Context: an optimization exercise on an open-source flow, tuned for small area. The choices shown serve that exercise and are no tape-out recipe. RTL that was checked went through simulation tests only; none was proved equivalent to the original. For run 1, only the layout was checked, not whether the RTL still works. No activity file was given, so power comes from the tool's default toggle rates.

File: config.mk
export PLATFORM = sky130hd
export DESIGN_NAME = l1_top
export DESIGN_NICKNAME = l1_top
export VERILOG_FILES = /design/flow/design.v
export SDC_FILE = /design/flow/constraint.sdc
export NUM_CORES = 4
export LEC_CHECK = 0
export CAP_MARGIN = 20
export CORE_MARGIN = 2
export CORE_UTILIZATION = 55
export CTS_BUF_LIST = sky130_fd_sc_hd__clkbuf_8
export CTS_CLUSTER_DIAMETER = 50
export CTS_CLUSTER_SIZE = 14
export SLEW_MARGIN = 20
export SYNTH_HIERARCHICAL = 1
File: constraint.sdc
create_clock -name core_clock -period 4.5 [get_ports {clk}]
set_input_delay 0.9000 -clock core_clock [delete_from_list [all_inputs] [get_ports {clk}]]
set_output_delay 0.9000 -clock core_clock [all_outputs]
set_load 0.01 [all_outputs]
File: design.v
`default_nettype none
package l1_pkg;
    typedef logic [$clog2(16)-1:0]                  t_l1_set;
    typedef logic                                             t_l1_way;
    typedef logic [8-1:0]                             t_l1_tag;
    typedef logic [8+$clog2(16)-1:0]        t_paddr;   
    typedef logic [32-1:0]                            t_cl;
    typedef enum logic [1:0] {
        MESI_I,
        MESI_S,
        MESI_E,
        MESI_M
    } t_mesi;
    typedef enum logic [1:0] {
        OP_RD,
        OP_WR,
        OP_FILL,
        OP_INV
    } t_req_op;
    typedef enum logic {
        MM_IDLE,
        MM_RUN
    } t_mm_state;
    typedef struct packed {
        t_req_op op;
        t_paddr  paddr;
        t_cl     wr_data;
        t_cl     fill_data;    
        logic    fill_shared;  
    } t_mempipe_req;
    typedef struct packed {
        t_req_op op;
        logic    hit;
        t_l1_way way;
        t_cl     rd_data;
    } t_mempipe_resp;
    typedef struct packed {
        t_l1_set set;
        t_l1_way way;
        t_l1_tag tag;
        t_mesi   state;
        t_cl     data;
        t_req_op op;
    } t_diff_rec;
endpackage
`default_nettype wire
`default_nettype none
module l1_aoi222 (
    input  logic a0, a1, b0, b1, c0, c1,
    output logic y
);
    assign y = !((a0 && a1) || (b0 && b1) || (c0 && c1));
endmodule
module l1_aoi22 (
    input  logic a0, a1, b0, b1,
    output logic y
);
    assign y = !((a0 && a1) || (b0 && b1));
endmodule
module l1_nand4 (
    input  logic a, b, c, d,
    output logic y
);
    assign y = !(a && b && c && d);
endmodule
module l1_nand3 (
    input  logic a, b, c,
    output logic y
);
    assign y = !(a && b && c);
endmodule
module l1_nand2 (
    input  logic a, b,
    output logic y
);
    assign y = !(a && b);
endmodule
module l1_or3 (
    input  logic a, b, c,
    output logic y
);
    assign y = a || b || c;
endmodule
module l1_or2 (
    input  logic a, b,
    output logic y
);
    assign y = a || b;
endmodule
module l1_mux32 (
    input  logic [31:0] s,
    input  logic [31:0] d,
    output logic        y
);
    logic [10:0] n;
    logic [2:0]  p;
    for (genvar j = 0; j < 10; j++) begin : g_aoi
        l1_aoi222 u_aoi (
            .a0(s[3*j]),   .a1(d[3*j]),
            .b0(s[3*j+1]), .b1(d[3*j+1]),
            .c0(s[3*j+2]), .c1(d[3*j+2]),
            .y(n[j])
        );
    end
    l1_aoi22 u_aoi_last (.a0(s[30]), .a1(d[30]), .b0(s[31]), .b1(d[31]), .y(n[10]));
    l1_nand4 u_n0 (.a(n[0]), .b(n[1]), .c(n[2]),  .d(n[3]), .y(p[0]));
    l1_nand4 u_n1 (.a(n[4]), .b(n[5]), .c(n[6]),  .d(n[7]), .y(p[1]));
    l1_nand3 u_n2 (.a(n[8]), .b(n[9]), .c(n[10]), .y(p[2]));
    l1_or3   u_o  (.a(p[0]), .b(p[1]), .c(p[2]), .y(y));
endmodule
module l1_mux16 (
    input  logic [15:0] s,
    input  logic [15:0] d,
    output logic        y
);
    logic [5:0] n;
    logic [1:0] p;
    for (genvar j = 0; j < 5; j++) begin : g_aoi
        l1_aoi222 u_aoi (
            .a0(s[3*j]),   .a1(d[3*j]),
            .b0(s[3*j+1]), .b1(d[3*j+1]),
            .c0(s[3*j+2]), .c1(d[3*j+2]),
            .y(n[j])
        );
    end
    l1_nand2 u_last (.a(s[15]), .b(d[15]), .y(n[5]));
    l1_nand4 u_n0 (.a(n[0]), .b(n[1]), .c(n[2]), .d(n[3]), .y(p[0]));
    l1_nand2 u_n1 (.a(n[4]), .b(n[5]), .y(p[1]));
    l1_or2   u_o  (.a(p[0]), .b(p[1]), .y(y));
endmodule
module l1_mux4 (
    input  logic [3:0] s,
    input  logic [3:0] d,
    output logic       y
);
    logic [1:0] n;
    l1_aoi22 u_a0 (.a0(s[0]), .a1(d[0]), .b0(s[1]), .b1(d[1]), .y(n[0]));
    l1_aoi22 u_a1 (.a0(s[2]), .a1(d[2]), .b0(s[3]), .b1(d[3]), .y(n[1]));
    l1_nand2 u_n  (.a(n[0]), .b(n[1]), .y(y));
endmodule
`default_nettype wire
`default_nettype none
module l1_top (
    input  logic          clk,
    input  logic          reset,
    input  logic          req_valid,
    output logic          req_ready,
    input  logic [78:0]   req,
    output logic          resp_valid,
    output logic [35:0]   resp,
    output logic          diff_valid,
    input  logic          diff_ready,
    output logic [48:0]   diff
);
    localparam logic [1:0] OP_RD   = 2'd0;
    localparam logic [1:0] OP_WR   = 2'd1;
    localparam logic [1:0] OP_FILL = 2'd2;
    localparam logic [1:0] OP_INV  = 2'd3;
    logic [1:0]  q_op;
    logic [7:0]  q_tag;
    logic [3:0]  q_set;
    logic [31:0] q_wdata;
    logic [31:0] q_fdata;
    logic        q_fs;
    assign {q_op, q_tag, q_set, q_wdata, q_fdata, q_fs} = req;
    logic [7:0]  tag_mem  [32];    
    logic [31:0] data_mem [32];
    logic [31:0] valid;            
    logic [15:0] victim;
    logic        run;
    logic        va, vb;
    logic [1:0]  r_op;
    logic [7:0]  r_tag;
    logic [3:0]  r_set;
    logic        r_fs;
    logic [31:0] r_data;
    logic [7:0]  r_t0, r_t1;
    logic        r_v0, r_v1, r_vic;
    logic [3:0]  b_set;
    logic [1:0]  b_op;
    logic        b_hit;
    logic        b_way;
    logic [15:0] log_hdr [4];      
    logic [31:0] log_dat [4];
    logic [1:0]  al_ptr, wr_ptr, rd_ptr;
    logic [2:0]  count;
    logic        accept;
    logic [15:0] q_sel;
    logic [18:0] set_rd;           
    logic [31:0] new_data;
    assign req_ready = run && !(va && (r_set == q_set)) && !count[2] && !count[1];
    assign accept    = req_valid && req_ready;
    assign new_data  = (q_op == OP_WR) ? q_wdata : q_fdata;
    always_comb begin
        for (int i = 0; i < 16; i++) begin
            q_sel[i] = (q_set == 4'(i));
        end
    end
    for (genvar b = 0; b < 19; b++) begin : g_lk
        logic [15:0] col;
        for (genvar i = 0; i < 16; i++) begin : g_col
            if (b < 8) begin : g_t0
                assign col[i] = tag_mem[2*i][b];
            end else if (b == 8) begin : g_v0
                assign col[i] = valid[2*i];
            end else if (b < 17) begin : g_t1
                assign col[i] = tag_mem[2*i+1][b-9];
            end else if (b == 17) begin : g_v1
                assign col[i] = valid[2*i+1];
            end else begin : g_vic
                assign col[i] = victim[i];
            end
        end
        l1_mux16 u_mux (.s(q_sel), .d(col), .y(set_rd[b]));
    end
    always_ff @(posedge clk) begin
        r_op   <= q_op;
        r_tag  <= q_tag;
        r_set  <= q_set;
        r_fs   <= q_fs;
        r_data <= new_data;
        {r_vic, r_v1, r_t1, r_v0, r_t0} <= set_rd;
    end
    logic        hit0, hit1, hit, way;
    logic        wr_line, inv_hit, flip, rec;
    logic [15:0] r_sel;
    logic [1:0]  line_we_w, valid_we_w;
    assign hit0 = r_v0 && (r_t0 == r_tag);
    assign hit1 = r_v1 && (r_t1 == r_tag);
    assign hit  = hit0 || hit1;
    assign way  = hit ? !hit0 : (!r_v0 ? 1'b0 : (!r_v1 ? 1'b1 : r_vic));
    assign wr_line  = (r_op == OP_WR) || (r_op == OP_FILL) || ((r_op == OP_RD) && !hit);
    assign inv_hit  = (r_op == OP_INV) && hit;
    assign rec      = wr_line || inv_hit;
    assign flip     = wr_line && !hit && r_v0 && r_v1;
    always_comb begin
        for (int i = 0; i < 16; i++) begin
            r_sel[i] = (r_set == 4'(i));
        end
    end
    assign line_we_w[0]  = va && wr_line && !way;
    assign line_we_w[1]  = va && wr_line && way;
    assign valid_we_w[0] = va && rec && !way;
    assign valid_we_w[1] = va && rec && way;
    always_ff @(posedge clk) begin
        for (int s = 0; s < 16; s++) begin
            for (int w = 0; w < 2; w++) begin
                if (r_sel[s] && line_we_w[w]) begin
                    tag_mem[2*s+w]  <= r_tag;
                    data_mem[2*s+w] <= r_data;
                end
            end
        end
    end
    always_ff @(posedge clk) begin
        for (int s = 0; s < 16; s++) begin
            if (!reset) begin
                valid[2*s]   <= 1'b0;
                valid[2*s+1] <= 1'b0;
                victim[s]    <= 1'b0;
            end else begin
                for (int w = 0; w < 2; w++) begin
                    if (r_sel[s] && valid_we_w[w]) begin
                        valid[2*s+w] <= wr_line;
                    end
                end
                if (r_sel[s] && va && flip) begin
                    victim[s] <= !victim[s];
                end
            end
        end
    end
    always_ff @(posedge clk) begin
        for (int i = 0; i < 4; i++) begin
            if (va && rec && (al_ptr == 2'(i))) begin
                log_hdr[i] <= {r_set, way, r_tag, r_fs, r_op};
            end
        end
    end
    always_ff @(posedge clk) begin
        if (!reset) begin
            run        <= 1'b0;
            va         <= 1'b0;
            vb         <= 1'b0;
            resp_valid <= 1'b0;
        end else begin
            run        <= 1'b1;
            va         <= accept;
            vb         <= va;
            resp_valid <= vb;
        end
    end
    always_ff @(posedge clk) begin
        b_set <= r_set;
        b_op  <= r_op;
        b_hit <= hit;
        b_way <= way;
    end
    logic        b_inv_miss;
    logic        b_rec;
    logic [31:0] line_sel;
    logic [31:0] line_data;
    assign b_inv_miss = (b_op == OP_INV) && !b_hit;
    assign b_rec      = !b_inv_miss && !((b_op == OP_RD) && b_hit);
    always_comb begin
        for (int i = 0; i < 32; i++) begin
            line_sel[i] = ({b_set, b_way} == 5'(i)) && !b_inv_miss;
        end
    end
    for (genvar b = 0; b < 32; b++) begin : g_rd
        logic [31:0] col;
        for (genvar i = 0; i < 32; i++) begin : g_col
            assign col[i] = data_mem[i][b];
        end
        l1_mux32 u_mux (.s(line_sel), .d(col), .y(line_data[b]));
    end
    always_ff @(posedge clk) begin
        resp <= {b_op, b_hit, b_way, line_data};
    end
    logic push, pop;
    assign push = vb && b_rec;
    assign pop  = diff_valid && diff_ready;
    always_ff @(posedge clk) begin
        for (int i = 0; i < 4; i++) begin
            if (push && (wr_ptr == 2'(i))) begin
                log_dat[i] <= line_data;
            end
        end
    end
    always_ff @(posedge clk) begin
        if (!reset) begin
            al_ptr <= '0;
            wr_ptr <= '0;
            rd_ptr <= '0;
            count  <= '0;
        end else begin
            if (va && rec) al_ptr <= al_ptr + 1'b1;
            if (push)      wr_ptr <= wr_ptr + 1'b1;
            if (pop)       rd_ptr <= rd_ptr + 1'b1;
            case ({push, pop})
                2'b10:   count <= count + 1'b1;
                2'b01:   count <= count - 1'b1;
                default: count <= count;
            endcase
        end
    end
    logic [3:0]  rd_sel;
    logic [47:0] head;             
    logic [15:0] hdr;
    logic [1:0]  h_op;
    logic [1:0]  h_state;
    always_comb begin
        for (int i = 0; i < 4; i++) begin
            rd_sel[i] = (rd_ptr == 2'(i));
        end
    end
    for (genvar b = 0; b < 48; b++) begin : g_hd
        logic [3:0] col;
        for (genvar i = 0; i < 4; i++) begin : g_col
            if (b < 16) begin : g_h
                assign col[i] = log_hdr[i][b];
            end else begin : g_d
                assign col[i] = log_dat[i][b-16];
            end
        end
        l1_mux4 u_mux (.s(rd_sel), .d(col), .y(head[b]));
    end
    assign hdr        = head[15:0];
    assign h_op       = hdr[1:0];
    assign h_state    = (h_op == OP_WR)  ? 2'd3 :
                        (h_op == OP_INV) ? 2'd0 :
                        (hdr[2] ? 2'd1 : 2'd2);
    assign diff_valid = (count != '0);
    assign diff       = {hdr[15:3], h_state, head[47:16], h_op};
endmodule
`default_nettype wire
File: run.sh
#!/bin/bash
# synth_recipe.tcl (not shown) runs the flow's synth.tcl, then flattens the netlist and writes it again
# the make line also repeats each setting of config.mk as NAME=value (left out here)
make -C /OpenROAD-flow-scripts/flow DESIGN_CONFIG=/design/flow/config.mk WORK_HOME=/design/flow/orfs CLKGATE_MAP_FILE= SYNTH_SCRIPT=/design/flow/synth_recipe.tcl finish
==> key figures, run 1 <==
Floorplan
  • Core area: 104000 um2
  • Rows: 118
  • Top Ports: 171
  • Die H: 328 um
  • Die X: 328 um
  • Die area: 108000 um2
  • Initial core utilization: 55.7%

Logic synthesis
  • FFs w/ async S/R, synth: 0%
  • Yosys synthesis warning count: 11
  • Number of enable flip-flop cells after synthesis: 1472
  • Primary FF master, synth: edfxtp_1
  • Netlist cell types: 44
  • Yosys top cell by area: edfxtp_1
  • Largest cells by area after synthesis: edfxtp_1, a222oi_1, dfxtp_1, a22oi_2, nand2_1
  • Most numerous cell in the Yosys netlist: edfxtp_1
  • Mean post-synth cell area: 19.6 um2
  • Sequential share of the synthesized area: 82.3%
  • Synth Register Bits: 1643
  • Synth Net Count: 3056
  • Gate count after technology mapping: 2957
  • Top cell type's share of synthesized area: 76.4%
  • Post-synth top cells: edfxtp_1, a222oi_1, dfxtp_1
  • Post-Syn Area: 57900 um2

Route
  • Drt total wl: 157000 um
  • Drt first-iter violations: 5675
  • Routed metal-1 wire length: 63600 um
  • Top Metal Used: met4
  • ANT nets after route: 0
  • 1st-pass router iterations: 7
  • Met3 wire length: 16300 um
  • WL per Instance: 32.3 um
  • Met2 wire length: 73800 um
  • DRC: 0
  • Via Count: 32730
  • Drt via density: 6.72

STA
  • Hold Vio Cnt, Final: 0
  • Setup violations, final: 0
  • Final Max Tran Viols: 0
  • Slew headroom: 20.2%
  • Worst Tran Pin Value: 1.19 ns
  • Total negative slack: 0 ns
  • Clock skew: 0.0476 ns
  • Tcrit/Tclk final: 94.3%
  • Max Fclk: 236 MHz
  • Fin crit period: 4.24 ns
  • RSZ-0062 raised after global routing: false

Power
  • Worst vdd ir: 0.265 mV
  • P_leak: 21.0 nW
  • PwrDens: 414 nW/um2

Hold path
  • Worst min path class: flip-flop to flip-flop
  • Hold Crit Depth: 0

Cells and area
  • Final #Nets: 3470
  • Finished Layout Cells: 4871
  • FILL cells: 7255
  • Layout cells sized above 1: 17.9%
  • Area growth syn-to-layout: 14.0%

Global routing
  • First-pass GRT wire length: 224000 um
  • Total GRT Usage: 29.2%
  • Number of global-route vias before repair: 32040
  • Grt total ovfl: 0
  • Initial antenna violation count: 11
  • Pin count of the biggest net entering global routing: 64

Clock tree
  • Root buffer cell: clkbuf_8
  • CTS Hold Bufs: 0
  • Skew-Pair Late Insertion Delay: 0.88 ns
  • CTS tree: done
  • Clock Path Buffers: 3
  • Setup bufs post-CTS: 0
  • Total CTS buffers: 152
  • Clk sink count: 1643
  • CTS H-tree lvls: 4
  • Post_cts resized: 1
  • Clock slew at reported path FFs: 0.09 ns

Setup path
  • FF-to-FF path depth: 7
  • Startpoint types: flip-flop
  • Worst EP required: 3.60 ns
  • Worst Path Arrival: 3.34 ns
  • CP Class: flip-flop to primary output
  • Worst Path Max Fanout: 48
  • Crit. End Element: primary output

Place
  • Detailed placement HPWL: 94300 um
  • # port buffers: 170
  • Placed cells: 4596
  • Placer Congestion: 0.843

Status
  • Status: finished clean

Flow run
  • Max-cap viol count: 0
[through the flow]
step                hold WS (ns)  util, %  setup slack [ns]  area, um2  total power, mW
finish                     0.376     63.5             0.257      66000             27.3
detailed placement         0.360     60.5             0.713      62800             18.6
global route               0.385     63.5            0.0910      66000             28.2
CTS                        0.372     63.4             0.147      65900             27.5
global placement           0.349     60.4             0.784      62800             18.5
floorplan                  0.343        -            0.0977      57900             17.9
[layer usage]
layer / global-route usage, % / up-vias
met5: 0 / -
met4: 8.16 / 0
met3: 5.53 / 226
met2: 46.1 / 1912
met1: 42.0 / 16967
li1: - / 13625
[cell type report]
cell class	count	area, um2	area share (%)
sequential	1643	47600	72.2
multi-input combinational	1232	10400	15.7
timing repair buffer	311	3010	4.56
clock buffer	157	2160	3.27
tap	1380	1730	2.62
clock inverter	113	925	1.40
inverter	31	116	0.176
antenna	4	10.0	0.0152
[sequential cells by signal, indices dropped and copies added (netlist names), 16 cells and up]
register  flops
data_mem   1024
tag_mem     256
log_dat     128
log_hdr      64
resp         36
r_data       32
valid        32
victim       16
[cell families (layout without fill, tap and decap cells)]
family          Yosys count  after routing  synth area share (%)
flops                  1643           1643                  82.3
compound gates          589            589                  10.5
simple gates            532            532                  4.53
buf+inv                  82            612                 0.657
mux                      71             71                  1.32
xor+xnor                 24             24                 0.363
fa+ha+maj                16             16                 0.359
other cells               0              4                     0
[path summary, 6_finish.rpt]
| path | startpoint | endpoint | slack [ns] |
|---|---|---|---|
| worst max-delay path | rd_ptr[1]$_SDFFE_PN0P_ | diff[35] | 0.26 |
| worst min-delay path | b_op[1]$_DFF_P_ | resp[35]$_DFF_P_ | 0.38 |
| worst max register to register | r_tag[6]$_DFF_P_ | data_mem[19][12]$_DFFE_PP_ | 0.61 |
| worst min register to register | b_op[1]$_DFF_P_ | resp[35]$_DFF_P_ | 0.38 |
[worst max-delay path, stage by stage, from the launching register on]
cell and delay (ns):
dfxtp_1 0.37, inv_1 0.19, ha_4 0.79, a22oi_2 0.09
nand2_1 0.20, mux2i_1 0.25, clkdlybuf4s50_1 0.57
[modules after synthesis, one instance, submodules excluded, excerpt]
| module | cells | flip-flops and latches | times used | cell area, um2 |
|---|---|---|---|---|
| l1_top | 2162 | 1643 | 1 | 50800 |
| l1_or2 | 1 | 0 | 19 | 6.26 |
| l1_nand3 | 1 | 0 | 32 | 5.00 |
| l1_aoi22 | 1 | 0 | 128 | 12.5 |
| l1_nand4 | 1 | 0 | 83 | 6.26 |
| l1_or3 | 1 | 0 | 32 | 6.26 |
[report_power, final]
| part | switching (mW) | leakage (nW) | total [mW] | internal [mW] |
|---|---|---|---|---|
| clock | 5.06 | 1.74 | 9.10 | 4.04 |
| sequential | 0.271 | 14.7 | 17.1 | 16.8 |
| combinational | 0.683 | 4.63 | 1.16 | 0.472 |
| total | 6.01 | 21.0 | 27.3 | 21.3 |
[placed cells by master, fill, tap and decap left out, types with 12 or more instances in the layout]
cell                n
mux2i_1            38
a21oi_1            18
clkdlybuf4s50_1   169
buf_12             19
nor2_2             22
inv_6              13
inv_1              82
nor2_4             42
buf_4             119
and3_1             19
and2_1             12
xnor2_1            20
bufinv_16          12
clkinv_2           13
edfxtp_1         1472
or3_1              34
nor2_1             26
o21a_1             16
nand2_1           166
a222oi_1          415
a22oi_2           128
dfxtp_1           154
clkbuf_8          157
nand4_1            86
or2_1              19
mux2_2             32
nand3_1            58
dfxtp_2            17
==> run 2, diff against run 1 <==
--- a/design.v
+++ b/design.v
@@ -183,12 +183,12 @@
     logic [15:0] log_hdr [4];      
     logic [31:0] log_dat [4];
     logic [1:0]  al_ptr, wr_ptr, rd_ptr;
-    logic [2:0]  count;
+    logic [3:0]  fill;
     logic        accept;
     logic [15:0] q_sel;
     logic [18:0] set_rd;           
     logic [31:0] new_data;
-    assign req_ready = run && !(va && (r_set == q_set)) && !count[2] && !count[1];
+    assign req_ready = run && !(va && (r_set == q_set)) && !fill[1];
     assign accept    = req_valid && req_ready;
     assign new_data  = (q_op == OP_WR) ? q_wdata : q_fdata;
     always_comb begin
@@ -272,7 +272,7 @@
     end
     always_ff @(posedge clk) begin
         for (int i = 0; i < 4; i++) begin
-            if (va && rec && (al_ptr == 2'(i))) begin
+            if (va && rec && (al_ptr == (2'(i) ^ (2'(i) >> 1)))) begin
                 log_hdr[i] <= {r_set, way, r_tag, r_fs, r_op};
             end
         end
@@ -322,7 +322,7 @@
     assign pop  = diff_valid && diff_ready;
     always_ff @(posedge clk) begin
         for (int i = 0; i < 4; i++) begin
-            if (push && (wr_ptr == 2'(i))) begin
+            if (push && (wr_ptr == (2'(i) ^ (2'(i) >> 1)))) begin
                 log_dat[i] <= line_data;
             end
         end
@@ -332,15 +332,15 @@
             al_ptr <= '0;
             wr_ptr <= '0;
             rd_ptr <= '0;
-            count  <= '0;
+            fill   <= '0;
         end else begin
-            if (va && rec) al_ptr <= al_ptr + 1'b1;
-            if (push)      wr_ptr <= wr_ptr + 1'b1;
-            if (pop)       rd_ptr <= rd_ptr + 1'b1;
+            if (va && rec) al_ptr <= {al_ptr[0], !al_ptr[1]};
+            if (push)      wr_ptr <= {wr_ptr[0], !wr_ptr[1]};
+            if (pop)       rd_ptr <= {rd_ptr[0], !rd_ptr[1]};
             case ({push, pop})
-                2'b10:   count <= count + 1'b1;
-                2'b01:   count <= count - 1'b1;
-                default: count <= count;
+                2'b10:   fill <= {fill[2:0], 1'b1};
+                2'b01:   fill <= {1'b0, fill[3:1]};
+                default: fill <= fill;
             endcase
         end
     end
@@ -351,7 +351,7 @@
     logic [1:0]  h_state;
     always_comb begin
         for (int i = 0; i < 4; i++) begin
-            rd_sel[i] = (rd_ptr == 2'(i));
+            rd_sel[i] = (rd_ptr == (2'(i) ^ (2'(i) >> 1)));
         end
     end
     for (genvar b = 0; b < 48; b++) begin : g_hd
@@ -370,7 +370,7 @@
     assign h_state    = (h_op == OP_WR)  ? 2'd3 :
                         (h_op == OP_INV) ? 2'd0 :
                         (hdr[2] ? 2'd1 : 2'd2);
-    assign diff_valid = (count != '0);
+    assign diff_valid = fill[0];
     assign diff       = {hdr[15:3], h_state, head[47:16], h_op};
 endmodule
 `default_nettype wire
==> flow/run.sh (new file) <==
#!/bin/bash
# The standard layout (the standard.sh, standard synthesis unchanged) with
# two placement/CTS choices made here:
#  - each port is buffered with the smallest buffer, sky130_fd_sc_hd__buf_1;
#  - clock tree synthesis inserts no dummy loads.
# make's and each tool's full output: flow_make.log here, orfs/logs/ per step.
set -o pipefail
bash standard.sh \
    "BUFFER_PORTS_ARGS=-buffer_cell sky130_fd_sc_hd__buf_1" \
    "CTS_ARGS=-sink_clustering_enable -repair_clock_nets -dont_use_dummy_load -buf_list sky130_fd_sc_hd__clkbuf_8 -sink_clustering_size 14 -sink_clustering_max_diameter 50" \
    finish > flow_make.log 2>&1
==> standard.sh (new file) <==
#!/bin/bash
# synth_recipe.tcl (not shown) runs the flow's synth.tcl, then flattens the netlist and writes it again
# the make line also repeats each setting of config.mk as NAME=value (left out here)
make -C /OpenROAD-flow-scripts/flow DESIGN_CONFIG=/design/flow/config.mk WORK_HOME=/design/flow/orfs CLKGATE_MAP_FILE= SYNTH_SCRIPT=/design/flow/synth_recipe.tcl "${@:-finish}"
removed: run.sh
==> run 2 against run 1 <==
Compared with the run above:
- flip-flop and latch count rose by 1
- utilization fell by 2.4 points
- sequential power barely moved
- non-clock buffer count fell by 23
- power fell by 7.5%
- clock power fell by about 20%
- first-iteration DRC count fell by 6.8%
- register-to-register slack improved by 0.18 ns
- critical path depth fell by 1
- global-route usage fell by 2.4 points
- clock-buffer cell count fell by 11
- via count fell by 3.3%
- critical path type unchanged
- highest routed layer is now met5
==> key figures, run 2 <==
STA
  • RSZ-0062 raised after global routing: false
  • Tcrit/Tclk final: 84.3%
  • Fin crit period: 3.79 ns
  • Hold slack: 0.197 ns
  • Hold Vio Cnt, Final: 0
  • Slew headroom: 25.3%
  • Setup violations, final: 0
  • Max Fclk: 264 MHz
  • Total negative slack: 0 ns
  • Worst Tran Pin Value: 1.12 ns
  • Clock skew: 0.0575 ns
  • Final Max Tran Viols: 0

Clock tree
  • CTS tree: done
  • Setup bufs post-CTS: 0
  • CTS Hold Bufs: 0
  • Clock slew at reported path FFs: 0.09 ns
  • Clock Path Buffers: 3
  • CTS H-tree lvls: 4
  • Clk sink count: 1644
  • Root buffer cell: clkbuf_8
  • Post_cts resized: 0
  • Total CTS buffers: 146
  • Skew-Pair Late Insertion Delay: 0.84 ns

Flow run
  • Max-cap viol count: 0

Floorplan
  • Core area: 104000 um2
  • Rows: 118
  • Top Ports: 171
  • Die H: 328 um
  • Die X: 328 um
  • Die area: 108000 um2
  • Initial core utilization: 55.6%

Cells and area
  • Final #Nets: 3403
  • Area growth syn-to-layout: 9.85%
  • Register area: 47700 um2
  • Finished Layout Cells: 4701
  • Largest register FFs: 1024
  • Most common cell after layout, fill and taps aside: edfxtp_1
  • Layout cells sized above 1: 16.3%
  • Top Registers: data_mem: 1024 flops, tag_mem: 256 flops, log_dat: 128 flops
  • Commonest non-fill, non-tap cells in the layout: edfxtp_1, a222oi_1, nand2_1
  • Multi-input logic area: 10300 um2
  • Reg with most FFs: data_mem
  • FILL cells: 7342

Setup path
  • CP top delay family: simple AND/OR/NAND/NOR gates
  • RR Endpoint: log_dat[0][8]$_DFFE_PP_
  • Worst EP required: 3.60 ns
  • R2R Setup Slk: 0.79 ns
  • CP Class: flip-flop to primary output
  • CP Depth: 5
  • Crit. End Element: primary output
  • FF-to-FF path depth: 8
  • Worst Path Max Fanout: 25
  • Startpoint types: flip-flop
  • Worst path max stage delay: 0.78 ns
  • CP Buf/Inv Count: 2
  • Worst Path Arrival: 2.89 ns
  • Reg-to-reg critical path startpoint: b_hit$_DFF_P_
  • Cell-by-cell trace of the critical path: and2_2, buf_4, a22oi_2, nand2_1, buf_1
  • Slowest CP cell: and2_2

Place
  • Placer Congestion: 0.806
  • Placed cells: 4549
  • Detailed placement HPWL: 89700 um
  • # port buffers: 170

Logic synthesis
  • Number of enable flip-flop cells after synthesis: 1472
  • Sequential share of the synthesized area: 82.5%
  • Synth Register Bits: 1644
  • Netlist cell types: 44
  • Post-synth top cells: edfxtp_1, a222oi_1, dfxtp_1
  • Most numerous cell in the Yosys netlist: edfxtp_1
  • Synth Net Count: 3021
  • Mean post-synth cell area: 19.7 um2
  • Yosys synthesis warning count: 11
  • FFs w/ async S/R, synth: 0%
  • Gate count after technology mapping: 2935
  • Post-Syn Area: 57700 um2
  • Primary FF master, synth: edfxtp_1
  • Top cell type's share of synthesized area: 76.6%
  • Yosys top cell by area: edfxtp_1
  • Largest cells by area after synthesis: edfxtp_1, a222oi_1, dfxtp_1, a22oi_2, nand2_1

Route
  • Drt via density: 6.73
  • ANT nets after route: 0
  • Drt total wl: 145000 um
  • WL per Instance: 30.9 um
  • DRC: 0
  • 1st-pass router iterations: 9
  • Via Count: 31635
  • Drt first-iter violations: 5291

Hold path
  • Hold_sp: req[72]
  • Worst min path class: input port to flip-flop
  • WHS Endpoint: r_tag[3]$_DFF_P_
  • Hold Crit Depth: 1

Power
  • P_leak: 19.7 nW
  • PwrDens: 399 nW/um2
  • Worst vdd ir: 0.293 mV

Global routing
  • First-pass GRT wire length: 208000 um
  • Number of global-route vias before repair: 30201
  • Grt total ovfl: 0
  • Initial antenna violation count: 12
  • Total GRT Usage: 26.8%
  • Pin count of the biggest net entering global routing: 50

Status
  • Status: finished clean
## run 2: modules after synthesis, one instance, submodules excluded, excerpt
module / cell area [um2] / cells
l1_aoi22: 12.5 / 1
l1_aoi222: 10.0 / 1
l1_nand2: 3.75 / 1
l1_nand3: 5.00 / 1
l1_or3: 6.26 / 1
l1_top: 50600 / 2140
## run 2: how the worst max path moves through the flow
stage	startpoint	endpoint	slack, ns
2_1_floorplan	r_tag[7]$_DFF_P_	data_mem[7][0]$_DFFE_PP_	0.33
3_3_place_gp	r_tag[2]$_DFF_P_	data_mem[6][17]$_DFFE_PP_	0.88
3_5_place_dp	b_hit$_DFF_P_	log_dat[0][18]$_DFFE_PP_	0.90
4_1_cts	rd_ptr[0]$_SDFFE_PN0P_	diff[31]	0.56
5_1_grt	rd_ptr[0]$_SDFFE_PN0P_	diff[31]	0.54
6_report	rd_ptr[0]$_SDFFE_PN0P_	diff[31]	0.71
## run 2: logic make-up (layout without fill, tap and decap cells)
logic type,count (synthesis),in the layout,synth area share (%)
AO/OA/AOI/OAI,562,562,10.2
XOR/XNOR,36,36,0.546
adder cells (fa/ha/maj),3,3,0.0650
buffers and inverters,65,445,0.566
flip-flops,1644,1644,82.5
multiplexers,73,73,1.37
other,0,6,0
AND/OR/NAND/NOR,552,552,4.69
## run 2: layout make-up
| cell class | count | share of cell area, % |
|---|---|---|
| flip-flops and latches | 1644 | 75.2 |
| multi-input cells | 1226 | 16.2 |
| clock buffers | 146 | 3.17 |
| well taps | 1380 | 2.72 |
| repair buffers | 288 | 2.63 |
| inverters | 11 | 0.0651 |
| diodes | 6 | 0.0237 |
## run 2: where the power goes
| part | switching (mW) | leakage [nW] | internal, mW | total (mW) |
|---|---|---|---|---|
| Combinational | 0.678 | 4.01 | 0.266 | 0.945 |
| Sequential | 0.236 | 14.7 | 16.8 | 17.1 |
| Clock | 4.39 | 1.05 | 2.90 | 7.29 |
## run 2: metrics by stage
stage	setup WS, ns	total power, mW	utilization, %	cell area (um2)
after floorplan	0.325	17.8	-	57700
final	0.706	25.3	61.1	63400
after global placement	0.877	18.3	59.0	61200
after global routing	0.538	26.1	61.1	63400
after detailed placement	0.896	18.3	59.1	61400
after CTS	0.563	25.5	61.0	63400
## run 2: metal layers
metal  vias to the layer above  GRT usage, %  wire length, um
li1                      13376             -                -
met1                     16285          40.9            61100
met2                      1800          38.3            63700
met3                       168          8.34            18500
met4                         6          5.42             2000
met5                         -             0               34
==> run 3, diff against run 2 <==
--- a/design.v
+++ b/design.v
@@ -140,6 +140,20 @@
 endmodule
 `default_nettype wire
 `default_nettype none
+module l1_mux4b (
+    input  logic [3:0] s,
+    input  logic [3:0] d,
+    input  logic       sb,
+    input  logic       db,
+    output logic       y
+);
+    logic [1:0] n;
+    l1_aoi22  u_a0 (.a0(s[0]), .a1(d[0]), .b0(s[1]), .b1(d[1]), .y(n[0]));
+    l1_aoi222 u_a1 (.a0(s[2]), .a1(d[2]), .b0(s[3]), .b1(d[3]), .c0(sb), .c1(db), .y(n[1]));
+    l1_nand2  u_n  (.a(n[0]), .b(n[1]), .y(y));
+endmodule
+`default_nettype wire
+`default_nettype none
 module l1_top (
     input  logic          clk,
     input  logic          reset,
@@ -180,6 +194,11 @@
     logic [1:0]  b_op;
     logic        b_hit;
     logic        b_way;
+    logic [3:0]  c_set;
+    logic [1:0]  c_op;
+    logic        c_hit;
+    logic        c_way;
+    logic        c_push;
     logic [15:0] log_hdr [4];      
     logic [31:0] log_dat [4];
     logic [1:0]  al_ptr, wr_ptr, rd_ptr;
@@ -295,16 +314,43 @@
         b_op  <= r_op;
         b_hit <= hit;
         b_way <= way;
+        c_set <= b_set;
+        c_op  <= b_op;
+        c_hit <= b_hit;
+        c_way <= b_way;
+    end
+    logic b_rec;
+    logic push, pop;
+    assign b_rec = !((b_op == OP_INV) && !b_hit) && !((b_op == OP_RD) && b_hit);
+    assign push  = vb && b_rec;
+    assign pop   = diff_valid && diff_ready;
+    always_ff @(posedge clk) begin
+        if (!reset) begin
+            al_ptr <= '0;
+            wr_ptr <= '0;
+            rd_ptr <= '0;
+            fill   <= '0;
+            c_push <= 1'b0;
+        end else begin
+            if (va && rec) al_ptr <= {al_ptr[0], !al_ptr[1]};
+            if (push)      wr_ptr <= {wr_ptr[0], !wr_ptr[1]};
+            if (pop)       rd_ptr <= {rd_ptr[0], !rd_ptr[1]};
+            case ({push, pop})
+                2'b10:   fill <= {fill[2:0], 1'b1};
+                2'b01:   fill <= {1'b0, fill[3:1]};
+                default: fill <= fill;
+            endcase
+            c_push <= push;
+        end
     end
-    logic        b_inv_miss;
-    logic        b_rec;
+    logic        c_inv_miss;
     logic [31:0] line_sel;
     logic [31:0] line_data;
-    assign b_inv_miss = (b_op == OP_INV) && !b_hit;
-    assign b_rec      = !b_inv_miss && !((b_op == OP_RD) && b_hit);
+    logic [1:0]  c_slot;
+    assign c_inv_miss = (c_op == OP_INV) && !c_hit;
     always_comb begin
         for (int i = 0; i < 32; i++) begin
-            line_sel[i] = ({b_set, b_way} == 5'(i)) && !b_inv_miss;
+            line_sel[i] = ({c_set, c_way} == 5'(i)) && !c_inv_miss;
         end
     end
     for (genvar b = 0; b < 32; b++) begin : g_rd
@@ -314,36 +360,15 @@
         end
         l1_mux32 u_mux (.s(line_sel), .d(col), .y(line_data[b]));
     end
-    always_ff @(posedge clk) begin
-        resp <= {b_op, b_hit, b_way, line_data};
-    end
-    logic push, pop;
-    assign push = vb && b_rec;
-    assign pop  = diff_valid && diff_ready;
+    assign resp   = {c_op, c_hit, c_way, line_data};
+    assign c_slot = {!wr_ptr[0], wr_ptr[1]};
     always_ff @(posedge clk) begin
         for (int i = 0; i < 4; i++) begin
-            if (push && (wr_ptr == (2'(i) ^ (2'(i) >> 1)))) begin
+            if (c_push && (c_slot == (2'(i) ^ (2'(i) >> 1)))) begin
                 log_dat[i] <= line_data;
             end
         end
     end
-    always_ff @(posedge clk) begin
-        if (!reset) begin
-            al_ptr <= '0;
-            wr_ptr <= '0;
-            rd_ptr <= '0;
-            fill   <= '0;
-        end else begin
-            if (va && rec) al_ptr <= {al_ptr[0], !al_ptr[1]};
-            if (push)      wr_ptr <= {wr_ptr[0], !wr_ptr[1]};
-            if (pop)       rd_ptr <= {rd_ptr[0], !rd_ptr[1]};
-            case ({push, pop})
-                2'b10:   fill <= {fill[2:0], 1'b1};
-                2'b01:   fill <= {1'b0, fill[3:1]};
-                default: fill <= fill;
-            endcase
-        end
-    end
     logic [3:0]  rd_sel;
     logic [47:0] head;             
     logic [15:0] hdr;
@@ -354,6 +379,10 @@
             rd_sel[i] = (rd_ptr == (2'(i) ^ (2'(i) >> 1)));
         end
     end
+    logic       bypass;
+    logic [3:0] rd_sel_d;
+    assign bypass   = c_push && !fill[1];
+    assign rd_sel_d = rd_sel & {4{!bypass}};
     for (genvar b = 0; b < 48; b++) begin : g_hd
         logic [3:0] col;
         for (genvar i = 0; i < 4; i++) begin : g_col
@@ -363,7 +392,11 @@
                 assign col[i] = log_dat[i][b-16];
             end
         end
-        l1_mux4 u_mux (.s(rd_sel), .d(col), .y(head[b]));
+        if (b < 16) begin : g_hm
+            l1_mux4 u_mux (.s(rd_sel), .d(col), .y(head[b]));
+        end else begin : g_dm
+            l1_mux4b u_mux (.s(rd_sel_d), .d(col), .sb(bypass), .db(line_data[b-16]), .y(head[b]));
+        end
     end
     assign hdr        = head[15:0];
     assign h_op       = hdr[1:0];
==> run 3 against run 2 <==
Compared with the run above:
- now fails the layout checks on negative setup slack
- clock-buffer cell count is 1 higher
- global-route usage is 3.9 points higher
- synthesized cell count shrank 0.58%
- non-clock buffer count increased by 179
- register-to-register slack lost 0.13 ns
- flip-flop and latch count decreased by 27
- cell count grew 3.7%
- critical endpoint is now diff[23]
- largest cell class unchanged
- largest power group unchanged
- highest routed layer is now met4
==> key figures, run 3 <==
Status
  • Status: failed layout checks
  • Failed Checks: negative setup slack

Global routing
  • GR Util met1: 44.2%
  • Met3 Use GR: 7.72%
  • Number of global-route vias before repair: 32505
  • Total GRT Usage: 30.6%
  • Busiest grt layer: met2
  • Initial antenna violation count: 8
  • Met2 usage: 46.1%
  • Grt total ovfl: 0
  • Pin count of the biggest net entering global routing: 42
  • First-pass GRT wire length: 231000 um

Power
  • PwrDens: 384 nW/um2
  • Switching pwr: 5.40 mW
  • Worst vdd ir: 0.237 mV
  • Register share of total power: 66.4%
  • Pint: 19.9 mW
  • Logic pwr share: 4.5%
  • P_leak: 20.8 nW
  • Switching Fraction: 21.4%
  • Clock power frac: 29.1%

Clock tree
  • CTS tree: done
  • Clk sink count: 1617
  • Skew-Pair Late Insertion Delay: 0.87 ns
  • Root buffer cell: clkbuf_8
  • Clock slew at reported path FFs: 0.09 ns
  • CTS H-tree lvls: 4
  • Clock Path Buffers: 3
  • Total CTS buffers: 147

Floorplan
  • Top Ports: 171
  • Rows: 118
  • Die H: 326 um
  • Core area: 103000 um2
  • Die X: 326 um
  • Die area: 106000 um2
  • Initial core utilization: 55.3%

Hold path
  • Worst min path class: input port to flip-flop
  • WHS Endpoint: r_tag[1]$_DFF_P_
  • Hold_sp: req[70]
  • Hold Crit Depth: 1

Setup path
  • Slowest CP cell: or3_4
  • Cell-by-cell trace of the critical path: inv_4, a31oi_4, buf_4, buf_6, buf_6, buf_4, nand2_8, buf_12, buf_6, nor2_4, buf_12, a222oi_1, nand4_1, or3_4, a222oi_1, nand2_1, buf_2
  • Worst EP required: 3.60 ns
  • FF-to-FF path depth: 8
  • Startpoint types: flip-flop
  • Crit-path most repeated cell: buf_6
  • R2R Setup Slk: 0.66 ns
  • Reg-to-reg critical path startpoint: r_tag[2]$_DFF_P_
  • Worst path max stage delay: 0.44 ns
  • CP Class: flip-flop to primary output
  • Crit. End Element: primary output
  • Worst Path Max Fanout: 6
  • Worst Path Arrival: 4.12 ns
  • RR Endpoint: data_mem[4][21]$_DFFE_PP_

Logic synthesis
  • Netlist cell types: 49
  • Top cell type's share of synthesized area: 77.4%
  • Synth Register Bits: 1617
  • Synth Net Count: 3004
  • Sequential share of the synthesized area: 82.5%
  • Post-Syn Area: 57100 um2
  • Yosys synthesis warning count: 11
  • Number of enable flip-flop cells after synthesis: 1472
  • Gate count after technology mapping: 2918
  • Yosys top cell by area: edfxtp_1
  • Largest cells by area after synthesis: edfxtp_1, a222oi_1, dfxtp_1, a22oi_2, nand2_1
  • FFs w/ async S/R, synth: 0%
  • Primary FF master, synth: edfxtp_1
  • Post-synth top cells: edfxtp_1, a222oi_1, nand2_1
  • Most numerous cell in the Yosys netlist: edfxtp_1
  • Mean post-synth cell area: 19.6 um2

Cells and area
  • Commonest non-fill, non-tap cells in the layout: edfxtp_1, a222oi_1, buf_4
  • Finished Layout Cells: 4873
  • Largest register FFs: 1024
  • Top Registers: data_mem: 1024 flops, tag_mem: 256 flops, log_dat: 128 flops
  • Layout cells sized above 1: 23.4%
  • Area growth syn-to-layout: 15.3%
  • Reg with most FFs: data_mem
  • Final instance area: 65800 um2
  • Final #Nets: 3578
  • Most common cell after layout, fill and taps aside: edfxtp_1

Flow run
  • Max-cap viol count: 0

STA
  • RSZ-0062 raised after global routing: true
  • Setup violations, final: 62
  • Final Worst Setup Slack: -0.522 ns
  • Fin crit period: 5.02 ns
  • Worst Tran Pin Value: 1.21 ns
  • Clock skew: 0.0642 ns
  • Hold Vio Cnt, Final: 0
  • Max Fclk: 199 MHz
  • Slew headroom: 19.3%
  • Tcrit/Tclk final: 112%
  • Final Max Tran Viols: 0

Route
  • DRC: 0
  • 1st-pass router iterations: 10
  • Drt total wl: 166000 um
  • ANT nets after route: 0
  • WL per Instance: 34.0 um
  • Drt first-iter violations: 6409
  • Via Count: 33498
  • Drt via density: 6.87

Place
  • Detailed placement HPWL: 88800 um
  • # port buffers: 170
  • Post-placement cell area: 61400 um2
  • Placed cells: 4576
  • Placer Congestion: 0.849
run 3: routing by layer:
| metal | wire length [um] | up-vias |
|---|---|---|
| li1 | - | 13818 |
| met4 | 5070 | 0 |
| met2 | 75700 | 2293 |
| met3 | 21600 | 296 |
| met5 | 0 | - |
| met1 | 63400 | 17091 |
run 3: worst max-delay path, delay by kind of cell, from the launching register on:
family | cells | cell delay (ns)
buffers and inverters | 9 | 1.16
and+or+nand+nor | 5 | 0.89
AOI/OAI and AO/OA | 3 | 0.87
DFF | 1 | 0.34
run 3: Yosys stat by module, one instance, submodules excluded, excerpt:
module / cells / flops+latches / cell area, um2 / copies in the design
l1_nand2: 1 / 0 / 3.75 / 86
l1_aoi222: 1 / 0 / 10.0 / 447
l1_nand4: 1 / 0 / 6.26 / 83
l1_top: 2123 / 1617 / 50100 / 1
l1_or3: 1 / 0 / 6.26 / 32
l1_nand3: 1 / 0 / 5.00 / 32
l1_aoi22: 1 / 0 / 12.5 / 96
l1_or2: 1 / 0 / 6.26 / 19
run 3: worst max-delay path by stage:
stage,slack [ns],start,depth (start not counted),endpoint
final,-0.52,c_hit$_DFF_P_,17,diff[23]
after CTS,-0.36,c_hit$_DFF_P_,11,diff[23]
after global routing,-0.60,c_hit$_DFF_P_,16,diff[24]
after global placement,0.22,c_way$_DFF_P_,9,diff[23]
after floorplan,0.06,c_op[0]$_DFF_P_,8,diff[10]
after detailed placement,0.17,c_hit$_DFF_P_,11,diff[19]
run 3: kinds of logic after synthesis:
logic type	share of synthesized area, %
buf+inv	0.579
xor+xnor	0.307
simple gates	4.63
compound gates	10.5
flops	82.5
fa+ha+maj	0.0658
mux	1.38
run 3: metrics by stage:
step	setup TNS [ns]	util, %	power, mW	hold slack, ns	setup slack (ns)
global route	-21.76	63.8	26.0	0.0848	-0.602
global placement	0	59.5	18.0	0.328	0.218
CTS	-8.96	63.0	25.3	0.0505	-0.360
detailed placement	0	59.5	18.1	0.319	0.173
floorplan	0	-	17.5	0.310	0.0621
finish	-14.58	63.8	25.3	0.127	-0.522
run 3: area by class of cell:
cell class	count	area, um2
antenna	3	7.51
sequential	1617	47100
multi-input combinational	1247	10700
clock buffer	147	2020
fill	7157	37400
timing repair buffer	467	4190
inverter	12	47.5
tap	1380	1730
run 3: repair_timing:
| action | in CTS | in global routing |
|---|---|---|
| hold buffers | 0 | 0 |
| gates cloned | 15 | 7 |
| buffers inserted | 89 | 36 |
| endpoints found under the hold margin | 0 | 0 |
| resized for setup | 139 | 104 |
| pin swaps | 172 | 111 |
| endpoints found under the setup margin | 64 | 63 |
run 3: power groups by stage:
stage | Clock (mW) | Combinational (mW) | Sequential [mW]
6_report | 7.36 | 1.14 | 16.8
5_1_grt | 8.02 | 1.20 | 16.8
2_1_floorplan | 0 | 0.434 | 17.0
4_1_cts | 7.48 | 1.06 | 16.8
3_3_place_gp | 0 | 0.911 | 17.1
3_5_place_dp | 0 | 0.935 | 17.1
==> run 4, diff against run 3 <==
--- a/design.v
+++ b/design.v
@@ -140,20 +140,6 @@
 endmodule
 `default_nettype wire
 `default_nettype none
-module l1_mux4b (
-    input  logic [3:0] s,
-    input  logic [3:0] d,
-    input  logic       sb,
-    input  logic       db,
-    output logic       y
-);
-    logic [1:0] n;
-    l1_aoi22  u_a0 (.a0(s[0]), .a1(d[0]), .b0(s[1]), .b1(d[1]), .y(n[0]));
-    l1_aoi222 u_a1 (.a0(s[2]), .a1(d[2]), .b0(s[3]), .b1(d[3]), .c0(sb), .c1(db), .y(n[1]));
-    l1_nand2  u_n  (.a(n[0]), .b(n[1]), .y(y));
-endmodule
-`default_nettype wire
-`default_nettype none
 module l1_top (
     input  logic          clk,
     input  logic          reset,
@@ -188,17 +174,12 @@
     logic [3:0]  r_set;
     logic        r_fs;
     logic [31:0] r_data;
-    logic [7:0]  r_t0, r_t1;
-    logic        r_v0, r_v1, r_vic;
+    logic        hit, way;         
+    logic        wr_line, rec, flip;
     logic [3:0]  b_set;
     logic [1:0]  b_op;
     logic        b_hit;
     logic        b_way;
-    logic [3:0]  c_set;
-    logic [1:0]  c_op;
-    logic        c_hit;
-    logic        c_way;
-    logic        c_push;
     logic [15:0] log_hdr [4];      
     logic [31:0] log_dat [4];
     logic [1:0]  al_ptr, wr_ptr, rd_ptr;
@@ -232,26 +213,31 @@
         end
         l1_mux16 u_mux (.s(q_sel), .d(col), .y(set_rd[b]));
     end
-    always_ff @(posedge clk) begin
-        r_op   <= q_op;
-        r_tag  <= q_tag;
-        r_set  <= q_set;
-        r_fs   <= q_fs;
-        r_data <= new_data;
-        {r_vic, r_v1, r_t1, r_v0, r_t0} <= set_rd;
+    logic [7:0]  t0, t1;
+    logic        v0, v1, vic;
+    logic        q_hit0, q_hit1, q_hit, q_way;
+    logic        q_wr_line, q_inv_hit;
+    assign {vic, v1, t1, v0, t0} = set_rd;
+    assign q_hit0 = v0 && (t0 == q_tag);
+    assign q_hit1 = v1 && (t1 == q_tag);
+    assign q_hit  = q_hit0 || q_hit1;
+    assign q_way  = q_hit ? !q_hit0 : (!v0 ? 1'b0 : (!v1 ? 1'b1 : vic));
+    assign q_wr_line = (q_op == OP_WR) || (q_op == OP_FILL) || ((q_op == OP_RD) && !q_hit);
+    assign q_inv_hit = (q_op == OP_INV) && q_hit;
+    always_ff @(posedge clk) begin
+        r_op    <= q_op;
+        r_tag   <= q_tag;
+        r_set   <= q_set;
+        r_fs    <= q_fs;
+        r_data  <= new_data;
+        hit     <= q_hit;
+        way     <= q_way;
+        wr_line <= q_wr_line;
+        rec     <= q_wr_line || q_inv_hit;
+        flip    <= q_wr_line && !q_hit && v0 && v1;
     end
-    logic        hit0, hit1, hit, way;
-    logic        wr_line, inv_hit, flip, rec;
     logic [15:0] r_sel;
     logic [1:0]  line_we_w, valid_we_w;
-    assign hit0 = r_v0 && (r_t0 == r_tag);
-    assign hit1 = r_v1 && (r_t1 == r_tag);
-    assign hit  = hit0 || hit1;
-    assign way  = hit ? !hit0 : (!r_v0 ? 1'b0 : (!r_v1 ? 1'b1 : r_vic));
-    assign wr_line  = (r_op == OP_WR) || (r_op == OP_FILL) || ((r_op == OP_RD) && !hit);
-    assign inv_hit  = (r_op == OP_INV) && hit;
-    assign rec      = wr_line || inv_hit;
-    assign flip     = wr_line && !hit && r_v0 && r_v1;
     always_comb begin
         for (int i = 0; i < 16; i++) begin
             r_sel[i] = (r_set == 4'(i));
@@ -314,43 +300,16 @@
         b_op  <= r_op;
         b_hit <= hit;
         b_way <= way;
-        c_set <= b_set;
-        c_op  <= b_op;
-        c_hit <= b_hit;
-        c_way <= b_way;
-    end
-    logic b_rec;
-    logic push, pop;
-    assign b_rec = !((b_op == OP_INV) && !b_hit) && !((b_op == OP_RD) && b_hit);
-    assign push  = vb && b_rec;
-    assign pop   = diff_valid && diff_ready;
-    always_ff @(posedge clk) begin
-        if (!reset) begin
-            al_ptr <= '0;
-            wr_ptr <= '0;
-            rd_ptr <= '0;
-            fill   <= '0;
-            c_push <= 1'b0;
-        end else begin
-            if (va && rec) al_ptr <= {al_ptr[0], !al_ptr[1]};
-            if (push)      wr_ptr <= {wr_ptr[0], !wr_ptr[1]};
-            if (pop)       rd_ptr <= {rd_ptr[0], !rd_ptr[1]};
-            case ({push, pop})
-                2'b10:   fill <= {fill[2:0], 1'b1};
-                2'b01:   fill <= {1'b0, fill[3:1]};
-                default: fill <= fill;
-            endcase
-            c_push <= push;
-        end
     end
-    logic        c_inv_miss;
+    logic        b_inv_miss;
+    logic        b_rec;
     logic [31:0] line_sel;
     logic [31:0] line_data;
-    logic [1:0]  c_slot;
-    assign c_inv_miss = (c_op == OP_INV) && !c_hit;
+    assign b_inv_miss = (b_op == OP_INV) && !b_hit;
+    assign b_rec      = !b_inv_miss && !((b_op == OP_RD) && b_hit);
     always_comb begin
         for (int i = 0; i < 32; i++) begin
-            line_sel[i] = ({c_set, c_way} == 5'(i)) && !c_inv_miss;
+            line_sel[i] = ({b_set, b_way} == 5'(i)) && !b_inv_miss;
         end
     end
     for (genvar b = 0; b < 32; b++) begin : g_rd
@@ -360,15 +319,36 @@
         end
         l1_mux32 u_mux (.s(line_sel), .d(col), .y(line_data[b]));
     end
-    assign resp   = {c_op, c_hit, c_way, line_data};
-    assign c_slot = {!wr_ptr[0], wr_ptr[1]};
+    always_ff @(posedge clk) begin
+        resp <= {b_op, b_hit, b_way, line_data};
+    end
+    logic push, pop;
+    assign push = vb && b_rec;
+    assign pop  = diff_valid && diff_ready;
     always_ff @(posedge clk) begin
         for (int i = 0; i < 4; i++) begin
-            if (c_push && (c_slot == (2'(i) ^ (2'(i) >> 1)))) begin
+            if (push && (wr_ptr == (2'(i) ^ (2'(i) >> 1)))) begin
                 log_dat[i] <= line_data;
             end
         end
     end
+    always_ff @(posedge clk) begin
+        if (!reset) begin
+            al_ptr <= '0;
+            wr_ptr <= '0;
+            rd_ptr <= '0;
+            fill   <= '0;
+        end else begin
+            if (va && rec) al_ptr <= {al_ptr[0], !al_ptr[1]};
+            if (push)      wr_ptr <= {wr_ptr[0], !wr_ptr[1]};
+            if (pop)       rd_ptr <= {rd_ptr[0], !rd_ptr[1]};
+            case ({push, pop})
+                2'b10:   fill <= {fill[2:0], 1'b1};
+                2'b01:   fill <= {1'b0, fill[3:1]};
+                default: fill <= fill;
+            endcase
+        end
+    end
     logic [3:0]  rd_sel;
     logic [47:0] head;             
     logic [15:0] hdr;
@@ -379,10 +359,6 @@
             rd_sel[i] = (rd_ptr == (2'(i) ^ (2'(i) >> 1)));
         end
     end
-    logic       bypass;
-    logic [3:0] rd_sel_d;
-    assign bypass   = c_push && !fill[1];
-    assign rd_sel_d = rd_sel & {4{!bypass}};
     for (genvar b = 0; b < 48; b++) begin : g_hd
         logic [3:0] col;
         for (genvar i = 0; i < 4; i++) begin : g_col
@@ -392,11 +368,7 @@
                 assign col[i] = log_dat[i][b-16];
             end
         end
-        if (b < 16) begin : g_hm
-            l1_mux4 u_mux (.s(rd_sel), .d(col), .y(head[b]));
-        end else begin : g_dm
-            l1_mux4b u_mux (.s(rd_sel_d), .d(col), .sb(bypass), .db(line_data[b-16]), .y(head[b]));
-        end
+        l1_mux4 u_mux (.s(rd_sel), .d(col), .y(head[b]));
     end
     assign hdr        = head[15:0];
     assign h_op       = hdr[1:0];
--- a/flow/run.sh
+++ b/flow/run.sh
@@ -7,5 +7,5 @@
 set -o pipefail
 bash standard.sh \
     "BUFFER_PORTS_ARGS=-buffer_cell sky130_fd_sc_hd__buf_1" \
-    "CTS_ARGS=-sink_clustering_enable -repair_clock_nets -dont_use_dummy_load -buf_list sky130_fd_sc_hd__clkbuf_8 -sink_clustering_size 14 -sink_clustering_max_diameter 50" \
+    "CTS_ARGS=-sink_clustering_enable -repair_clock_nets -dont_use_dummy_load -buf_list sky130_fd_sc_hd__clkbuf_16 -sink_clustering_size 30 -sink_clustering_max_diameter 90" \
     finish > flow_make.log 2>&1
--- a/config.mk
+++ b/config.mk
@@ -8,8 +8,8 @@
 export CAP_MARGIN = 20
 export CORE_MARGIN = 2
 export CORE_UTILIZATION = 55
-export CTS_BUF_LIST = sky130_fd_sc_hd__clkbuf_8
-export CTS_CLUSTER_DIAMETER = 50
-export CTS_CLUSTER_SIZE = 14
+export CTS_BUF_LIST = sky130_fd_sc_hd__clkbuf_16
+export CTS_CLUSTER_DIAMETER = 90
+export CTS_CLUSTER_SIZE = 30
 export SLEW_MARGIN = 20
 export SYNTH_HIERARCHICAL = 1
==> run 4 against run 3 <==
Compared with the run above:
- the run now finishes clean
- die area increased by 0.55%
- critical endpoint is now log_dat[3][12]$_DFFE_PP_
- first-iteration DRC count decreased by 15%
- worst setup slack improved by 1.5 ns
- critical path depth decreased by 10
- maximum frequency increased by 44%
- area after synthesis increased by 0.56%
- clock-buffer cell count decreased by 81
- critical path type is now flip-flop to flip-flop
- synthesized cell count about the same
- power decreased by 2.4%
- flip-flop and latch count increased by 13
- register-to-register slack improved by 0.34 ns
==> key figures, run 4 <==
Floorplan
  • Initial core utilization: 55.5%
  • Die H: 327 um
  • Top Ports: 171
  • Die X: 327 um
  • Rows: 118
  • Core area: 103000 um2
  • Die area: 107000 um2

Status
  • Status: finished clean

Cells and area
  • Area growth syn-to-layout: 9.45%
  • FILL cells: 7446
  • Final #Nets: 3313
  • Finished Layout Cells: 4604
  • Most common cell after layout, fill and taps aside: edfxtp_1
  • # diodes: 0
  • Multi-input logic area: 10200 um2
  • Top Registers: data_mem: 1024 flops, tag_mem: 256 flops, log_dat: 128 flops
  • Reg with most FFs: data_mem
  • Register area: 47400 um2
  • Largest register FFs: 1024
  • Commonest non-fill, non-tap cells in the layout: edfxtp_1, a222oi_1, buf_1
  • Layout cells sized above 1: 14.3%

Setup path
  • Worst Path Max Fanout: 31
  • CP top delay family: simple AND/OR/NAND/NOR gates
  • Slowest CP cell: or3_1
  • Startpoint types: flip-flop
  • Worst path max stage delay: 0.60 ns
  • Worst EP required: 4.84 ns
  • Worst Path Arrival: 3.84 ns
  • Crit-path most repeated cell: nand2b_1
  • FF-to-FF path depth: 7
  • CP Class: flip-flop to flip-flop
  • Cell-by-cell trace of the critical path: nand2b_1, nand2b_1, nor3_2, buf_4, a222oi_1, nand4_1, or3_1
  • Crit. End Element: flip-flop
  • CP Buf/Inv Count: 1
  • CP Depth: 7

Logic synthesis
  • Largest cells by area after synthesis: edfxtp_1, a222oi_1, dfxtp_1, a22oi_2, nand4_1
  • Mean post-synth cell area: 19.7 um2
  • Yosys top cell by area: edfxtp_1
  • Primary FF master, synth: edfxtp_1
  • Netlist cell types: 43
  • Most numerous cell in the Yosys netlist: edfxtp_1
  • Sequential share of the synthesized area: 82.5%
  • Post-Syn Area: 57400 um2
  • FFs w/ async S/R, synth: 0%
  • Top cell type's share of synthesized area: 77.0%
  • Synth Register Bits: 1630
  • Gate count after technology mapping: 2916
  • Post-synth top cells: edfxtp_1, a222oi_1, dfxtp_1
  • Yosys synthesis warning count: 11
  • Synth Net Count: 3003
  • Number of enable flip-flop cells after synthesis: 1472

Clock tree
  • CTS Hold Bufs: 0
  • Skew-Pair Late Insertion Delay: 0.66 ns
  • Total CTS buffers: 66
  • Clk sink count: 1630
  • CTS H-tree lvls: 3
  • Clock Path Buffers: 3
  • Setup bufs post-CTS: 0
  • Root buffer cell: clkbuf_16
  • CTS tree: done
  • Post_cts resized: 0
  • Clock slew at reported path FFs: 0.11 ns

Place
  • Placer Congestion: 0.892
  • Detailed placement HPWL: 91300 um
  • Placed cells: 4537
  • Worst slack, placed: 0.518 ns
  • # port buffers: 170

Route
  • Via Count: 32070
  • DRC: 0
  • Drt first-iter violations: 5427
  • Drt total wl: 159000 um
  • 1st-pass router iterations: 11
  • ANT nets after route: 0
  • WL per Instance: 34.5 um
  • Drt via density: 6.97

Power
  • Pint: 19.6 mW
  • PwrDens: 393 nW/um2
  • Switching Fraction: 20.5%
  • Register share of total power: 68.7%
  • Logic pwr share: 3.4%
  • Clock power frac: 27.9%
  • Switching pwr: 5.06 mW
  • P_leak: 19.0 nW
  • Worst vdd ir: 0.321 mV

STA
  • Final Max Tran Viols: 0
  • Max Fclk: 286 MHz
  • RSZ-0062 raised after global routing: false
  • Total negative slack: 0 ns
  • Slew headroom: 26.1%
  • Fin crit period: 3.50 ns
  • Worst Tran Pin Value: 1.11 ns
  • Hold Vio Cnt, Final: 0
  • Setup violations, final: 0
  • Clock skew: 0.0586 ns
  • Final Worst Setup Slack: 1.00 ns
  • Tcrit/Tclk final: 77.8%
  • Hold slack: 0.321 ns

Global routing
  • Pin count of the biggest net entering global routing: 63
  • GR Util met1: 40.7%
  • Initial antenna violation count: 4
  • Met3 Use GR: 7.88%
  • Number of global-route vias before repair: 30736
  • Busiest grt layer: met2
  • Met2 usage: 46.1%
  • Grt total ovfl: 0
  • Total GRT Usage: 29.3%
  • First-pass GRT wire length: 221000 um

Hold path
  • Hold Crit Depth: 1
  • Worst min path class: input port to flip-flop

Flow run
  • Max-cap viol count: 0
## run 4: cell types whose count changed in the layout (fill, tap and decap cells not counted), moves of 47 or more
cell       delta
buf_4        -51
buf_12       -47
buf_1        +57
buf_6        -58
clkbuf_8    -147
clkbuf_16    +61
## run 4: modules after synthesis (local to each module, per instance), a selection
| module | flops+latches | copies in the design | cells inside |
|---|---|---|---|
| l1_or2 | 0 | 19 | 1 |
| l1_top | 1630 | 1 | 2121 |
| l1_nand4 | 0 | 83 | 1 |
| l1_or3 | 0 | 32 | 1 |
| l1_nand2 | 0 | 86 | 1 |
| l1_aoi222 | 0 | 415 | 1 |
| l1_nand3 | 0 | 32 | 1 |
| l1_aoi22 | 0 | 128 | 1 |
## run 4: logic make-up after synthesis
kind of cell,after synthesis,synth area share [%]
AOI/OAI and AO/OA,651,11.2
xor gates and xnor gates,20,0.305
adders and majority gates,4,0.0872
buffers and inverters,62,0.597
DFF,1630,82.5
muxes,39,0.750
and+or+nand+nor,510,4.51
## run 4: worst register-to-register path, delay by kind of cell (launching register included)
kind	cells	cell delay [ns]
buffers and inverters	1	0.35
flip-flops	1	0.54
AO/OA/AOI/OAI	1	0.50
AND/OR/NAND/NOR	5	1.80
## run 4: metal layers
metal | routed length (um) | part of all wire [%]
met5 | 0 | 0
met4 | 4470 | 2.8
met3 | 19700 | 12
met2 | 73900 | 47
met1 | 60700 | 38
## run 4: stage by stage
stage | utilization (%) | total power [mW] | cell area (um2)
final | 60.7 | 24.7 | 62800
after global routing | 60.7 | 25.3 | 62800
after CTS | 60.7 | 24.8 | 62800
after detailed placement | 59.1 | 18.1 | 61100
after global placement | 59.1 | 18.1 | 61100
after floorplan | - | 17.6 | 57400
## run 4: final timing paths
check,from,end,slack (ns)
worst max-delay path,b_set[0]$_DFF_P_,log_dat[3][12]$_DFFE_PP_,1.00
worst min-delay path,req[0],r_fs$_DFF_P_,0.32
worst max register to register,b_set[0]$_DFF_P_,log_dat[3][12]$_DFFE_PP_,1.00
worst min register to register,b_hit$_DFF_P_,resp[33]$_DFF_P_,0.37
## run 4: power groups by stage
stage          Clock [mW]  Sequential, mW  Combinational, mW
6_report             6.88            16.9              0.839
5_1_grt              7.46            17.0              0.894
4_1_cts              6.98            16.9              0.829
3_5_place_dp            0            17.3              0.827
3_3_place_gp            0            17.3              0.808
2_1_floorplan           0            17.2              0.414
## run 4: cell type report
type | count | share of cell area [%]
clock buffers | 66 | 2.63
inverters | 9 | 0.0538
multi-input cells | 1224 | 16.3
flip-flops and latches | 1630 | 75.4
well taps | 1380 | 2.75
repair buffers | 295 | 2.85
==> run 5, diff against run 4 <==
--- a/flow/run.sh
+++ b/flow/run.sh
@@ -7,5 +7,5 @@
 set -o pipefail
 bash standard.sh \
     "BUFFER_PORTS_ARGS=-buffer_cell sky130_fd_sc_hd__buf_1" \
-    "CTS_ARGS=-sink_clustering_enable -repair_clock_nets -dont_use_dummy_load -buf_list sky130_fd_sc_hd__clkbuf_16 -sink_clustering_size 30 -sink_clustering_max_diameter 90" \
+    "CTS_ARGS=-sink_clustering_enable -repair_clock_nets -dont_use_dummy_load -buf_list sky130_fd_sc_hd__clkbuf_8 -sink_clustering_size 16 -sink_clustering_max_diameter 60" \
     finish > flow_make.log 2>&1
--- a/config.mk
+++ b/config.mk
@@ -8,8 +8,8 @@
 export CAP_MARGIN = 20
 export CORE_MARGIN = 2
 export CORE_UTILIZATION = 55
-export CTS_BUF_LIST = sky130_fd_sc_hd__clkbuf_16
-export CTS_CLUSTER_DIAMETER = 90
-export CTS_CLUSTER_SIZE = 30
+export CTS_BUF_LIST = sky130_fd_sc_hd__clkbuf_8
+export CTS_CLUSTER_DIAMETER = 60
+export CTS_CLUSTER_SIZE = 16
 export SLEW_MARGIN = 20
 export SYNTH_HIERARCHICAL = 1
==> run 5 against run 4 <==
Compared with the run above:
- utilization is essentially flat
- still clean
- die area is the same
- worst setup slack lost 0.072 ns
- register-to-register slack lost 0.07 ns
- maximum frequency shrank 2.0%
- critical path depth is the same
- power shrank 0.76%
- clock-buffer cell count grew 55
- clock power shrank 3%
- hold slack lost 0.12 ns
- clock skew grew 0.00099 ns
==> key figures, run 5 <==
Cells and area
  • Final #Nets: 3368
  • FILL cells: 7476
  • Reg with most FFs: data_mem
  • Register area: 47400 um2
  • Top Registers: data_mem: 1024 flops, tag_mem: 256 flops, log_dat: 128 flops
  • Final instance area: 62800 um2
  • Most common cell after layout, fill and taps aside: edfxtp_1
  • Area growth syn-to-layout: 9.49%

STA
  • Hold Vio Cnt, Final: 0
  • Tcrit/Tclk final: 79.4%
  • Max Fclk: 280 MHz
  • Worst Tran Pin Value: 1.14 ns
  • Setup violations, final: 0
  • Final Max Tran Viols: 0

Global routing
  • Number of global-route vias before repair: 31144
  • Total GRT Usage: 29.5%
  • Pin count of the biggest net entering global routing: 63
  • Grt total ovfl: 0
  • Initial antenna violation count: 4

Clock tree
  • Post_cts resized: 0
  • Clock Path Buffers: 3
  • Clock slew at reported path FFs: 0.10 ns
  • Total CTS buffers: 121

Setup path
  • Worst Path Arrival: 2.67 ns
  • Worst EP required: 3.60 ns
  • Startpoint types: flip-flop
  • Crit. End Element: primary output
  • Worst path max stage delay: 0.51 ns
  • Worst Path Max Fanout: 38

Power
  • P_leak: 19.1 nW
  • Worst vdd ir: 0.355 mV
  • PwrDens: 390 nW/um2

Route
  • Drt via density: 6.92
  • Drt total wl: 160000 um
  • WL per Instance: 34.3 um
  • DRC: 0

Logic synthesis
  • Gate count after technology mapping: 2916
  • Synth Net Count: 3003
  • Yosys synthesis warning count: 11
  • Netlist cell types: 43
  • Yosys top cell by area: edfxtp_1
  • Most numerous cell in the Yosys netlist: edfxtp_1
  • Number of enable flip-flop cells after synthesis: 1472

Floorplan
  • Initial core utilization: 55.5%
  • Rows: 118
  • Die area: 107000 um2

Status
  • Status: finished clean

Hold path
  • Worst min path class: input port to flip-flop

Place
  • Placer Congestion: 0.892
-- run 5: per-module statistics from Yosys (local to each module, per instance), a selection --
module,times used,flip-flops and latches,cells inside
l1_or2,19,0,1
l1_nand4,83,0,1
l1_nand3,32,0,1
l1_or3,32,0,1
l1_aoi222,415,0,1
l1_top,1,1630,2121
l1_aoi22,128,0,1
l1_nand2,86,0,1
-- run 5: routing by layer --
metal / part of all wire [%] / vias to the layer above
met1: 38 / 16542
met2: 46 / 2152
li1: - / 13317
met3: 12 / 287
met5: 0 / -
met4: 2.9 / 0
-- run 5: path summary, 6_finish.rpt --
path	startpoint	to	slack [ns]	depth (start not counted)
max	rd_ptr[0]$_SDFFE_PN0P_	diff[34]	0.93	7
min	req[0]	r_fs$_DFF_P_	0.20	1
max reg2reg	b_set[0]$_DFF_P_	log_dat[3][13]$_DFFE_PP_	0.93	7
min reg2reg	b_hit$_DFF_P_	resp[33]$_DFF_P_	0.35	0
-- run 5: logic make-up (layout without fill, tap and decap cells) --
family | Yosys count | in the layout | synth area share (%)
flops | 1630 | 1630 | 82.5
other cells | 0 | 5 | 0
compound gates | 651 | 651 | 11.2
xor+xnor | 20 | 20 | 0.305
buf+inv | 62 | 425 | 0.597
simple gates | 510 | 510 | 4.51
mux | 39 | 39 | 0.750
fa+ha+maj | 4 | 4 | 0.0872
-- run 5: where the power goes --
| part | internal (mW) | switching (mW) |
|---|---|---|
| clock network | 2.39 | 4.31 |
| logic | 0.257 | 0.584 |
| registers | 16.7 | 0.259 |
-- run 5: final cells by class --
cell class	instances	area share (%)
Antenna cell	5	0.0199
Multi-Input combinational cell	1224	16.3
Tap cell	1380	2.75
Timing Repair Buffer	295	2.85
Inverter	9	0.0538
Sequential cell	1630	75.4
Clock buffer	121	2.65
-- run 5: through the flow --
| step | hold slack (ns) | worst slack, ns | utilization [%] | instances | total power, mW |
|---|---|---|---|---|---|
| finish | 0.201 | 0.929 | 60.7 | 4664 | 24.5 |
| global route | 0.186 | 0.742 | 60.7 | 4660 | 25.2 |
| CTS | 0.158 | 0.817 | 60.7 | 4658 | 24.6 |
| detailed placement | 0.363 | 0.518 | 59.1 | 4537 | 18.1 |
| global placement | 0.346 | 0.649 | 59.1 | 4537 | 18.1 |
| floorplan | 0.310 | 0.593 | - | 2916 | 17.6 |
-- run 5: critical path, delay by kind of cell (launching register included) --
family,cells,cell delay [ns]
AO/OA/AOI/OAI,1,0.08
multiplexers,1,0.12
flip-flops,1,0.51
buffers and inverters,3,0.54
AND/OR/NAND/NOR,2,0.61

Re-timed with assumed drivers on the ports (clkbuf_16 on the clock, buf_2 on other inputs), run 5 has 0.865 ns of setup slack against 0.929 ns with ideal ports, and 0.367 ns once port delays also move by the mid clock arrival of 0.845 ns.
